Background: an optimization exercise with open tools, aiming at small area, a short achievable clock period and few clock cycles per item. Do not read the settings as production practice. Where RTL was checked, it was by simulation tests only, not by an equivalence proof against the original. Power figures rest on the tool's default switching activity, not on a simulated workload.

## ex_stage_top
module ex_stage_top
(
	input  logic        clk,
	input  logic        reset_i,
	input  logic        issue_valid_i,
	input  logic [31:0] issue_inst_i,
	input  logic [63:0] issue_op1_i,
	input  logic [63:0] issue_op2_i,
	input  logic [63:0] issue_base_i,
	input  logic [63:0] issue_offset_i,
	input  logic [4:0]  issue_rd_i,
	output logic        wb_valid_o,
	output logic [4:0]  wb_rd_o,
	output logic [63:0] wb_data_o,
	output logic        redirect_valid_o,
	output logic [63:0] redirect_target_o,
	output logic        hold_o
);
	localparam int D     = 8;
	localparam int SB    = 2 * D;
	localparam int NSTEP = 64 / SB;
	localparam int NSW   = 32 / SB;
	localparam int CW    = (NSTEP > 1) ? $clog2(NSTEP) : 1;
	localparam int SW    = 65 + SB;
	logic [6:0] opc;
	logic [2:0] f3;
	logic [6:0] f7;
	logic       f7_zero;
	logic       f7_alt;
	logic       i6_zero;
	logic       i6_alt;
	assign opc     = issue_inst_i[6:0];
	assign f3      = issue_inst_i[14:12];
	assign f7      = issue_inst_i[31:25];
	assign f7_zero = f7 == 7'b0000000;
	assign f7_alt  = f7 == 7'b0100000;
	assign i6_zero = issue_inst_i[31:26] == 6'b000000;
	assign i6_alt  = issue_inst_i[31:26] == 6'b010000;
	logic op_op;
	logic op_imm;
	logic op_32;
	logic op_imm32;
	logic op_br;
	logic op_jal;
	logic op_jalr;
	logic op_lui;
	logic op_auipc;
	assign op_op    = opc == 7'b0110011;
	assign op_imm   = opc == 7'b0010011;
	assign op_32    = opc == 7'b0111011;
	assign op_imm32 = opc == 7'b0011011;
	assign op_br    = opc == 7'b1100011;
	assign op_jal   = opc == 7'b1101111;
	assign op_jalr  = opc == 7'b1100111;
	assign op_lui   = opc == 7'b0110111;
	assign op_auipc = opc == 7'b0010111;
	logic legal;
	logic is_mul;
	always_comb begin
		legal = op_jal || op_jalr || op_lui || op_auipc;
		if (op_op) begin
			legal = f7_zero || (f7_alt && (f3 == 3'd0 || f3 == 3'd5));
		end
		if (op_imm) begin
			case (f3)
				3'd1:    legal = i6_zero;
				3'd5:    legal = i6_zero || i6_alt;
				default: legal = 1'b1;
			endcase
		end
		if (op_32) begin
			case (f3)
				3'd0, 3'd5: legal = f7_zero || f7_alt;
				3'd1:       legal = f7_zero;
				default:    legal = 1'b0;
			endcase
		end
		if (op_imm32) begin
			case (f3)
				3'd0:    legal = 1'b1;
				3'd1:    legal = f7_zero;
				3'd5:    legal = f7_zero || f7_alt;
				default: legal = 1'b0;
			endcase
		end
  ...
Size in the first run: roughly 8100 cells after synthesis, roughly 310 flip-flops, about 430 I/O pins, roughly 57000 um^2 of cells after synthesis.
clock: 9.0 ns
lec_check: 0
abc_area: 1
cap_margin: 20
core_margin: 2
core_utilization: 40
setup_slack_margin: 4
slew_margin: 20
standard.sh (not shown) runs the stock make flow with config.mk's settings and CLKGATE_MAP_FILE= SYNTH_SCRIPT=/design/flow/synth_recipe.tcl, a recipe that flattens the netlist after the stock synthesis.
==> flow/flow/run.sh <==
#!/bin/bash
# Layout flow: the standard flow (standard.sh) with two changes that help
# timing and area on sky130hd:
#  - the input and output port buffers are buf_4 cells; by default
#    buffer_ports picks the smallest buffer, a clkdlybuf4s50 delay cell, and
#    footprint-matched sizing can then only swap it for other delay cells;
#  - sizing may pick any equivalent cell, not only one of the same footprint.
# Synthesis is the standard synthesis, unchanged. Each step logs to its own
# file in the folder this runs in.
set -euo pipefail
bash standard.sh synth > synth.log 2>&1
sed 's|"\${@:-finish}"|"BUFFER_PORTS_ARGS=-buffer_cell sky130_fd_sc_hd__buf_4" MATCH_CELL_FOOTPRINT=0 "${@:-finish}"|' \
	standard.sh > standard_tuned.sh
grep -q MATCH_CELL_FOOTPRINT=0 standard_tuned.sh
bash standard_tuned.sh finish > layout.log 2>&1
test -s out/final.def
Edit:
--- a/flow/design.v
+++ b/flow/design.v
@@ -96,17 +96,17 @@
 	logic sub;
 	assign i6   = issue_inst_i[6];
 	assign i5   = issue_inst_i[5];
 	assign i3   = issue_inst_i[3];
 	assign i2   = issue_inst_i[2];
 	assign alt  = issue_inst_i[30];
 	assign cls  = !i6 && !i2;
 	assign word = !i6 && i3;
-	assign sub  = !i2 && (i6 || ((f3 == 3'd0) ? (alt && i5) : (f3[2:1] == 2'b01)));
+	assign sub  = !i2 && (i6 || f3[1] || (alt && i5));
 	logic [63:0] op1;
 	logic [63:0] op2;
 	logic [65:0] addsub;
 	logic [63:0] sum;
 	logic        ltu;
 	logic        lt;
 	logic        eq;
 	assign op1 = issue_op1_i;
@@ -138,34 +138,36 @@
 	logic        s_add;
 	logic        s_shl;
 	logic        s_shr;
 	logic        s_slt;
 	logic        s_xor;
 	logic        s_or;
 	logic        s_and;
 	logic        s_lui;
+	logic [63:0] alu_early;
 	logic [63:0] alu_res;
 	assign s_add = (cls && f3 == 3'd0) || (i2 && (i6 || !i5));
 	assign s_shl = cls && f3 == 3'd1;
 	assign s_shr = cls && f3 == 3'd5;
 	assign s_slt = cls && f3[2:1] == 2'b01;
 	assign s_xor = cls && f3 == 3'd4;
 	assign s_or  = cls && f3 == 3'd6;
 	assign s_and = cls && f3 == 3'd7;
 	assign s_lui = !i6 && i2 && i5;
-	assign alu_res =
-		({64{s_add}} & sum) |
+	assign alu_early = is_mul ? op2 :
 		({64{s_shl}} & sh_out_rev) |
 		({64{s_shr}} & sh_out) |
-		{63'd0, s_slt && (f3[0] ? ltu : lt)} |
 		({64{s_xor}} & (op1 ^ op2)) |
 		({64{s_or}}  & (op1 | op2)) |
 		({64{s_and}} & (op1 & op2)) |
 		({64{s_lui}} & op1);
+	assign alu_res = alu_early |
+		({64{s_add && !is_mul}} & sum) |
+		{63'd0, s_slt && !is_mul && (f3[0] ? ltu : lt)};
 	logic br_cond;
 	logic redirect;
 	assign br_cond  = f3[2] ? (f3[1] ? ltu : lt) : eq;
 	assign redirect = (op_br && f3[2:1] != 2'b01 && (br_cond ^ f3[0])) ||
 		op_jal || op_jalr;
 	localparam int AW = 66;
 	localparam int TW = AW + SB;
 	localparam logic [1:0] OM_PLAIN = 2'd0;
@@ -375,17 +377,17 @@
 			low_s_q           <= '0;
 			low_c_q           <= '0;
 			omode_q           <= word ? OM_W : OM_PLAIN;
 			w_q               <= i3;
 			hi_q              <= f3 != 3'd0;
 			a_hi_q            <= op1[63] && (f3 == 3'd1 || f3 == 3'd2);
 			ext_q             <= op2[63] && f3[1] && !i3;
 			wb_rd_q           <= issue_rd_i;
-			wb_data_q         <= is_mul ? op2 : alu_res;
+			wb_data_q         <= alu_res;
 			redirect_target_q <= is_mul ? op1 : tgt;
 		end
 	end
 	logic [63:0] wb_out;
 	always_comb begin
 		wb_out = wb_data_q;
 		case (omode_q)
 			OM_W:    wb_out[63:32] = {32{wb_data_q[31]}};
The new run went through all stages and came out clean.
Routed wire length came out higher by 0.32%.
Total power came out higher by 9.2%.
Combinational power came out higher by 10%.
Final area came out lower by 1.2%.
Maximum frequency came out higher by 3.7%.
Sequential share of layout area came out higher by 0.13 points.
Utilization came out lower by 0.82 points.
Setup slack is better by 200 ps.
Critical path depth came out lower by 8.
Non-clock buffer count came out lower by 26.
Die area came out higher by 1.0%.
Global-route usage came out higher by 0.26 points.
Testbench counts after the change, summed over its fixed seeds: cycles 11,373, instructions 8,000.
For the first run of this note, only the layout was checked, not whether the RTL still works.

* * *

## main
ex_stage_top, a different RTL version from the one above (not shown whole).
Size: roughly 8200 cells after synthesis, ~310 flip-flops, ~430 I/O pins.
Design ex_stage_top, start of the top module:
module ex_stage_top
(
	input  logic        clk,
	input  logic        reset_i,
	input  logic        issue_valid_i,
	input  logic [31:0] issue_inst_i,
	input  logic [63:0] issue_op1_i,
	input  logic [63:0] issue_op2_i,
	input  logic [63:0] issue_base_i,
	input  logic [63:0] issue_offset_i,
	input  logic [4:0]  issue_rd_i,
	output logic        wb_valid_o,
	output logic [4:0]  wb_rd_o,
	output logic [63:0] wb_data_o,
	output logic        redirect_valid_o,
	output logic [63:0] redirect_target_o,
	output logic        hold_o
);
Settings: LEC_CHECK=0, ABC_AREA=1, CAP_MARGIN=20, CORE_MARGIN=2, CORE_UTILIZATION=40, SETUP_SLACK_MARGIN=4, SLEW_MARGIN=20; clock period 9.0 ns.
Scripts as last shown in full above: flow/flow/run.sh
main went all the way through the flow, and no timing, DRC or antenna check failed.
Testbench counts of main, summed over its fixed seeds: cycles 11,373, instructions 8,000.
For the feature branch, these inputs were changed with respect to main:
-- flow/design.v --
<<< main, line 391
		end
	end
	logic [63:0] wb_out;
	always_comb begin
		wb_out = wb_data_q;
>>> the feature branch, line 391
		end
	end
	logic [1:0]  mulw_sign;
	logic [63:0] wb_out;
	genvar gs;
	generate
		for (gs = 0; gs < 2; gs++) begin : g_sign
			ex_add_msb #(.W(SB)) i_sign (
				.a   (low_s_q),
				.b   (low_c_q),
				.ci  (cin_q),
				.msb (mulw_sign[gs])
			);
		end
	endgenerate
	always_comb begin
		wb_out = wb_data_q;
<<< main, line 397
			OM_W:    wb_out[63:32] = {32{wb_data_q[31]}};
			OM_MUL:  wb_out[63:48] = low;
			OM_MULW: wb_out[63:16] = {{32{low[SB-1]}}, low};
			default: ;
		endcase
>>> the feature branch, line 409
			OM_W:    wb_out[63:32] = {32{wb_data_q[31]}};
			OM_MUL:  wb_out[63:48] = low;
			OM_MULW: wb_out[63:16] = {{16{mulw_sign[1]}}, {16{mulw_sign[0]}}, low};
			default: ;
		endcase
<<< main, line 472
	assign co = t[W+1];
endmodule
>>> the feature branch, line 484
	assign co = t[W+1];
endmodule
module ex_add_msb #(
	parameter int W = 16
) (
	input  logic [W-1:0] a,
	input  logic [W-1:0] b,
	input  logic         ci,
	output logic         msb
);
	logic [W:0] t;
	assign t   = {a, 1'b1} + {b, ci};
	assign msb = t[W];
endmodule
## What came out
- The lower combinational fraction of design power came out of main.
- Summary of the feature branch over main: maximum level of the CTS H-tree neither gained nor lost much, share of the cycle needed by the critical path after routing decreased by 0.72 points relative to the old numbers, critical path depth now smaller.
- The feature branch vs. main: highest achievable clock rate went up by about 1.3%.
- On multiplexer fraction of the synthesized cell area, main and the feature branch are basically level.
- On via count, main and the feature branch are neck and neck.
- Between main and the feature branch, the flow reports count of plain and timing-repair buffers in the layout increasing by a few percent.
Testbench counts of the feature branch, summed over its fixed seeds: cycles 11,373, instructions 8,000.

what the ideal ports hide:
Ports are ideal in the flow. The routed layouts listed here were re-timed in OpenROAD.
Step 1 (the two cells are an assumption about what drives the block):
set clk [get_ports {clk}]
set_driving_cell -lib_cell sky130_fd_sc_hd__clkbuf_16 $clk
set_driving_cell -lib_cell sky130_fd_sc_hd__buf_2 [delete_from_list [all_inputs] $clk]
Step 2 moves the port delays by t, midway between the first and last clock arrival at a register: inputs arrive t later, outputs are due t later. That takes back most of the time a late clock gives input paths.
a / b / c = ideal / step 1 / step 2; a / b = the first two.
run | t (ns) | setup slack, ns | pins driven straight from the clock port
the first run of note 1 | 0.676 | 3.567 / 3.498 / 3.036 | 1
the second run of note 1 | 0.653 | 3.763 / 3.696 / 3.293 | 1
main | 0.694 | 3.809 / 3.736 / 3.271 | 1
the feature branch | 0.663 | 3.874 / 3.809 / 3.380 | 1
After both steps every run listed still meets setup and hold. For main, which loses most, drivers alone change the setup slack by -0.073 ns; drivers and shift together by -0.538 ns.
